This design comes from an exercise in tuning for small area and a short achievable clock period on the open sky130 flow, not from production work.
In this exercise RTL edits were held to simulation tests only and were not proved equivalent to the original.

==> job 3750 <==
Design musb_mult_accum, start of the top module:
module musb_mult_accum #(
  parameter int WIDTH = 32
) (
  input  logic                 clk,
  input  logic                 rst,
  input  logic [WIDTH-1:0]     input_a,
  input  logic [WIDTH-1:0]     input_b,
  input  logic [2*WIDTH-1:0]   accum_in,
  input  logic                 signed_operation,
  input  logic [1:0]           op,
  input  logic                 enable_op,
  input  logic                 stall,
  input  logic                 flush,
  output logic [2*WIDTH-1:0]   mult_result,
  output logic                 active,
  output logic                 ready
);
Settings: LEC_CHECK=0, CAP_MARGIN=20, CORE_MARGIN=2, CORE_UTILIZATION=40, SETUP_SLACK_MARGIN=4.5, SLEW_MARGIN=20, SYNTH_HIERARCHICAL=1, SYNTH_MINIMUM_KEEP_SIZE=0; clock period 8.0 ns.
run.sh (not shown) runs the stock make flow with config.mk's settings and CLKGATE_MAP_FILE= SYNTH_SCRIPT=/design/flow/synth_recipe.tcl, a recipe that flattens the netlist after the stock synthesis.
==> job 1489: changes against job 3750 <==
- SETUP_SLACK_MARGIN: 4.5 -> unset
==> results.txt <==
- Worst setup slack: job 1489 is lower than job 3750 (0.43 ns).
- Register-to-register slack: job 3750 is better than job 1489 (0.43 ns).
- Of job 1489 and job 3750, job 3750 has the higher non-clock buffer count (gap 3).
- Of job 3750 and job 1489, job 1489 has the higher via count (gap 0.54%, measured against job 1489).

* * *

==> inputs of run a <==
musb_mult_accum, a different RTL version from the one above (not shown whole).
==> flow/config.mk <==
export PLATFORM = sky130hd
export DESIGN_NAME = musb_mult_accum
export DESIGN_NICKNAME = musb_mult_accum
export VERILOG_FILES = /design/flow/design.v
export SDC_FILE = /design/flow/constraint.sdc
export NUM_CORES = 4
export LEC_CHECK = 0
export CAP_MARGIN = 20
export CORE_MARGIN = 2
export CORE_UTILIZATION = 40
export CTS_CLUSTER_DIAMETER = 120
export CTS_CLUSTER_SIZE = 25
export SETUP_SLACK_MARGIN = 4.5
export SLEW_MARGIN = 20
export SYNTH_HIERARCHICAL = 1
export SYNTH_MINIMUM_KEEP_SIZE = 0
==> flow/constraint.sdc <==
create_clock -name core_clock -period 8.0 [get_ports {clk}]
set_input_delay 1.6000 -clock core_clock [delete_from_list [all_inputs] [get_ports {clk}]]
set_output_delay 1.6000 -clock core_clock [all_outputs]
set_load 0.01 [all_outputs]
standard.sh (not shown) runs the stock make flow with config.mk's settings and CLKGATE_MAP_FILE= SYNTH_SCRIPT=/design/flow/synth_recipe.tcl, a recipe that flattens the netlist after the stock synthesis.
==> flow/flow/run.sh <==
#!/bin/bash
# The standard layout (the standard.sh, unchanged synthesis and steps), with
# one change: the buffer that placement puts on every input and output port is
# sky130_fd_sc_hd__buf_1 instead of the cell buffer_ports picks by default.
set -euo pipefail
export BUFFER_PORTS_ARGS="-buffer_cell sky130_fd_sc_hd__buf_1"
bash standard.sh > standard.log 2>&1
==> run b (differences from run a) <==
==> flow/run.sh (new file) <==
#!/bin/bash
# synth_recipe.tcl (not shown) runs the flow's synth.tcl, then flattens the netlist and writes it again
# the make line also repeats each setting of config.mk as NAME=value (left out here)
make -C /OpenROAD-flow-scripts/flow DESIGN_CONFIG=/design/flow/config.mk WORK_HOME=/design/flow/orfs CLKGATE_MAP_FILE= SYNTH_SCRIPT=/design/flow/synth_recipe.tcl finish
--- a/flow/config.mk
+++ b/flow/config.mk
@@ -10,5 +10,3 @@
 export CORE_UTILIZATION = 40
-export CTS_CLUSTER_DIAMETER = 120
-export CTS_CLUSTER_SIZE = 25
-export SETUP_SLACK_MARGIN = 4.5
+export SETUP_SLACK_MARGIN = 4.6
 export SLEW_MARGIN = 20
removed: flow/flow/run.sh
removed: flow/standard.sh
==> run c (differences from run a) <==
--- a/flow/config.mk
+++ b/flow/config.mk
@@ -10,4 +10,2 @@
 export CORE_UTILIZATION = 40
-export CTS_CLUSTER_DIAMETER = 120
-export CTS_CLUSTER_SIZE = 25
 export SETUP_SLACK_MARGIN = 4.5
==> run d (differences from run a) <==
==> flow/run.sh (new file) <==
#!/bin/bash
# synth_recipe.tcl (not shown) runs the flow's synth.tcl, then flattens the netlist and writes it again
# the make line also repeats each setting of config.mk as NAME=value (left out here)
make -C /OpenROAD-flow-scripts/flow DESIGN_CONFIG=/design/flow/config.mk WORK_HOME=/design/flow/orfs CLKGATE_MAP_FILE= SYNTH_SCRIPT=/design/flow/synth_recipe.tcl finish
removed: flow/flow/run.sh
removed: flow/standard.sh
==> results.txt <==
quantity                                                           run b           run a           run d           run c
Worst setup path end                                             r2[113]         r2[128]         r2[128]          r2[97]
Endpoint of the worst register-to-register path                  r2[113]         r2[128]         r2[128]          r2[97]
Worst path max stage delay                                       0.56 ns         0.57 ns         0.56 ns         0.60 ns
Wire length on met1                                              55.9 mm         55.4 mm         55.1 mm         55.0 mm
Status                                                    finished clean  finished clean  finished clean  finished clean
Skew final                                                     0.0354 ns       0.0433 ns       0.0218 ns       0.0165 ns
Fmax                                                             288 MHz         287 MHz         288 MHz         288 MHz
Startpoint of the lowest-slack register-to-register path       r1_one[7]       r1_neg[3]        r1_a[32]        r1_a[17]
Layout-stage area growth over the synthesis result                 12.5%           5.38%           8.40%           7.99%
Routed length on met3                                            16.7 mm         17.2 mm         17.1 mm         17.8 mm
Hold Worst Slack                                                0.420 ns        0.426 ns        0.433 ns        0.420 ns
Minimum period implied by the final worst setup slack            3.47 ns         3.49 ns         3.47 ns         3.47 ns
Layout cell share with drive strength beyond 1                     15.9%           12.2%           12.0%           13.8%
Worst path most repeated cell                                          -            fa_1            fa_1            fa_1
Period utilization                                                 43.4%           43.6%           43.4%           43.3%
Routing usage on met2                                              37.1%           37.3%           36.7%           37.3%
Share of the final layout cell area in sequential cells            28.8%           30.8%           29.9%           30.0%
Number of buffers added by the clock tree synthesis step              49              23              23              51
Largest net degree at the start of global routing                    161             184             161             184
Hold path endpoint                                                 r3[3]           r3[1]           r3[0]           r3[1]
CTS HTree Levels                                                       2               1               1               2

* * *

==> inputs of maple <==
musb_mult_accum again, from the RTL that the note above started with.
Design musb_mult_accum, start of the top module:
module musb_mult_accum #(
  parameter int WIDTH = 32
) (
  input  logic                 clk,
  input  logic                 rst,
  input  logic [WIDTH-1:0]     input_a,
  input  logic [WIDTH-1:0]     input_b,
  input  logic [2*WIDTH-1:0]   accum_in,
  input  logic                 signed_operation,
  input  logic [1:0]           op,
  input  logic                 enable_op,
  input  logic                 stall,
  input  logic                 flush,
  output logic [2*WIDTH-1:0]   mult_result,
  output logic                 active,
  output logic                 ready
);
  logic w_adv;
  assign w_adv = ~stall;
  logic        w_msub, w_acc_en;
  logic [33:0] w_b;
  logic [34:0] w_bx;
  logic [16:0] w_one, w_two, w_neg;
  logic [32:0] w_a;
  assign w_msub   = (op == 2'b10);
  assign w_acc_en = (op == 2'b01) | (op == 2'b10);
  assign w_a      = {signed_operation & input_a[31], input_a};
  ...
export LEC_CHECK = 0
export CAP_MARGIN = 20
export CORE_MARGIN = 2
export CORE_UTILIZATION = 40
export CTS_CLUSTER_DIAMETER = 120
export CTS_CLUSTER_SIZE = 25
export SETUP_SLACK_MARGIN = 4.55
export SLEW_MARGIN = 20
export SYNTH_HIERARCHICAL = 1
export SYNTH_MINIMUM_KEEP_SIZE = 0
create_clock -name core_clock -period 8.0 [get_ports {clk}]
==> flow/flow/run.sh <==
#!/bin/bash
# The standard layout (the standard.sh, unchanged synthesis and steps), with
# one change: the buffer that placement puts on every input and output port is
# sky130_fd_sc_hd__buf_1 instead of the cell buffer_ports picks by default.
set -euo pipefail
export BUFFER_PORTS_ARGS="-buffer_cell sky130_fd_sc_hd__buf_1"
bash standard.sh > standard.log 2>&1
==> xenon (differences from maple) <==
--- a/flow/config.mk
+++ b/flow/config.mk
@@ -12,3 +12,3 @@
 export CTS_CLUSTER_SIZE = 25
-export SETUP_SLACK_MARGIN = 4.55
+export SETUP_SLACK_MARGIN = 4.5
 export SLEW_MARGIN = 20
@@ -16 +16,2 @@
 export SYNTH_MINIMUM_KEEP_SIZE = 0
+export TNS_END_PERCENT = 50
==> results.txt <==
Clk cell area share: maple 1.504%; xenon 1.524%
Critical Path RT: maple 8.38 ns; xenon 8.35 ns
Area of all placed cells without fillers: maple 45010 sq um; xenon 44400 sq um
Headroom to the max-slew limit: maple 33.78%; xenon 24.54%
Worst Path Max Fanout: maple 34; xenon 33
Sequential share of cell area: maple 30.53%; xenon 30.95%
Capture point of the worst reg-to-reg path: maple r2[132]; xenon r2[127]
Achievable Freq: maple 291.4 MHz; xenon 277.5 MHz
Outcome: maple finished clean; xenon finished clean
Footprint of the multi-input gates: maple 26600 sq um; xenon 26490 sq um
Data arrival, critical path: maple 3.82 ns; xenon 3.95 ns
Post-layout nets: maple 4080; xenon 4075
Via-per-instance ratio: maple 5.941; xenon 5.931
Share of layout cells above drive strength 1: maple 13.24%; xenon 12.21%
Global-route wire length before repair: maple 199400 microns; xenon 199200 microns
Final Util: maple 42.82%; xenon 42.24%
Worst setup slack for register-to-register paths: maple 4.57 ns; xenon 4.40 ns
Met2 Usage GRT: maple 37.24%; xenon 37.09%
Overall routed net length: maple 138200 microns; xenon 137400 microns
Launching element of the worst setup path: maple r1_one[4]; xenon r1_a[21]
Fill cell count: maple 9899; xenon 9956

separate check: timing with driven ports:
How much do the figures lean on ideal ports? The routed layouts below were timed once more, with nothing changed but the port constraints. Step 1: set_driving_cell puts a clkbuf_16 on clk and a buf_2 on each other input, an assumption about the parent block. Step 2 also shifts input and output timing later by t, the mid clock arrival at the registers, as if the neighbouring blocks saw the same clock. a / b / c = ideal ports / drivers / drivers and shift; a / b = the first two.
run	t, ns	setup WS [ns]	hold slack, ns	latest minus earliest clock arrival (ns)
job 3750	0.737	4.523 / 4.523 / 3.957	0.426 / 0.426 / 0.426	0.019 / 0.018
job 1489	0.736	4.090 / 4.090 / 3.994	0.419 / 0.419 / 0.419	0.037 / 0.037
run a	0.690	4.510 / 4.510 / 4.090	0.426 / 0.426 / 0.426	0.043 / 0.044
run b	0.689	4.530 / 4.530 / 4.260	0.420 / 0.420 / 0.420	0.036 / 0.036
run c	0.681	4.534 / 4.534 / 4.411	0.420 / 0.420 / 0.420	0.018 / 0.017
run d	0.682	4.529 / 4.529 / 4.250	0.433 / 0.433 / 0.433	0.025 / 0.024
maple	0.690	4.569 / 4.569 / 4.492	0.426 / 0.426 / 0.426	0.042 / 0.042
xenon	0.691	4.397 / 4.397 / 4.104	0.430 / 0.430 / 0.430	0.041 / 0.041
After both steps setup and hold are still met in every run listed. The setup slack of job 3750, which loses most, moves by 0.000 ns with the drivers and by -0.566 ns with both steps.
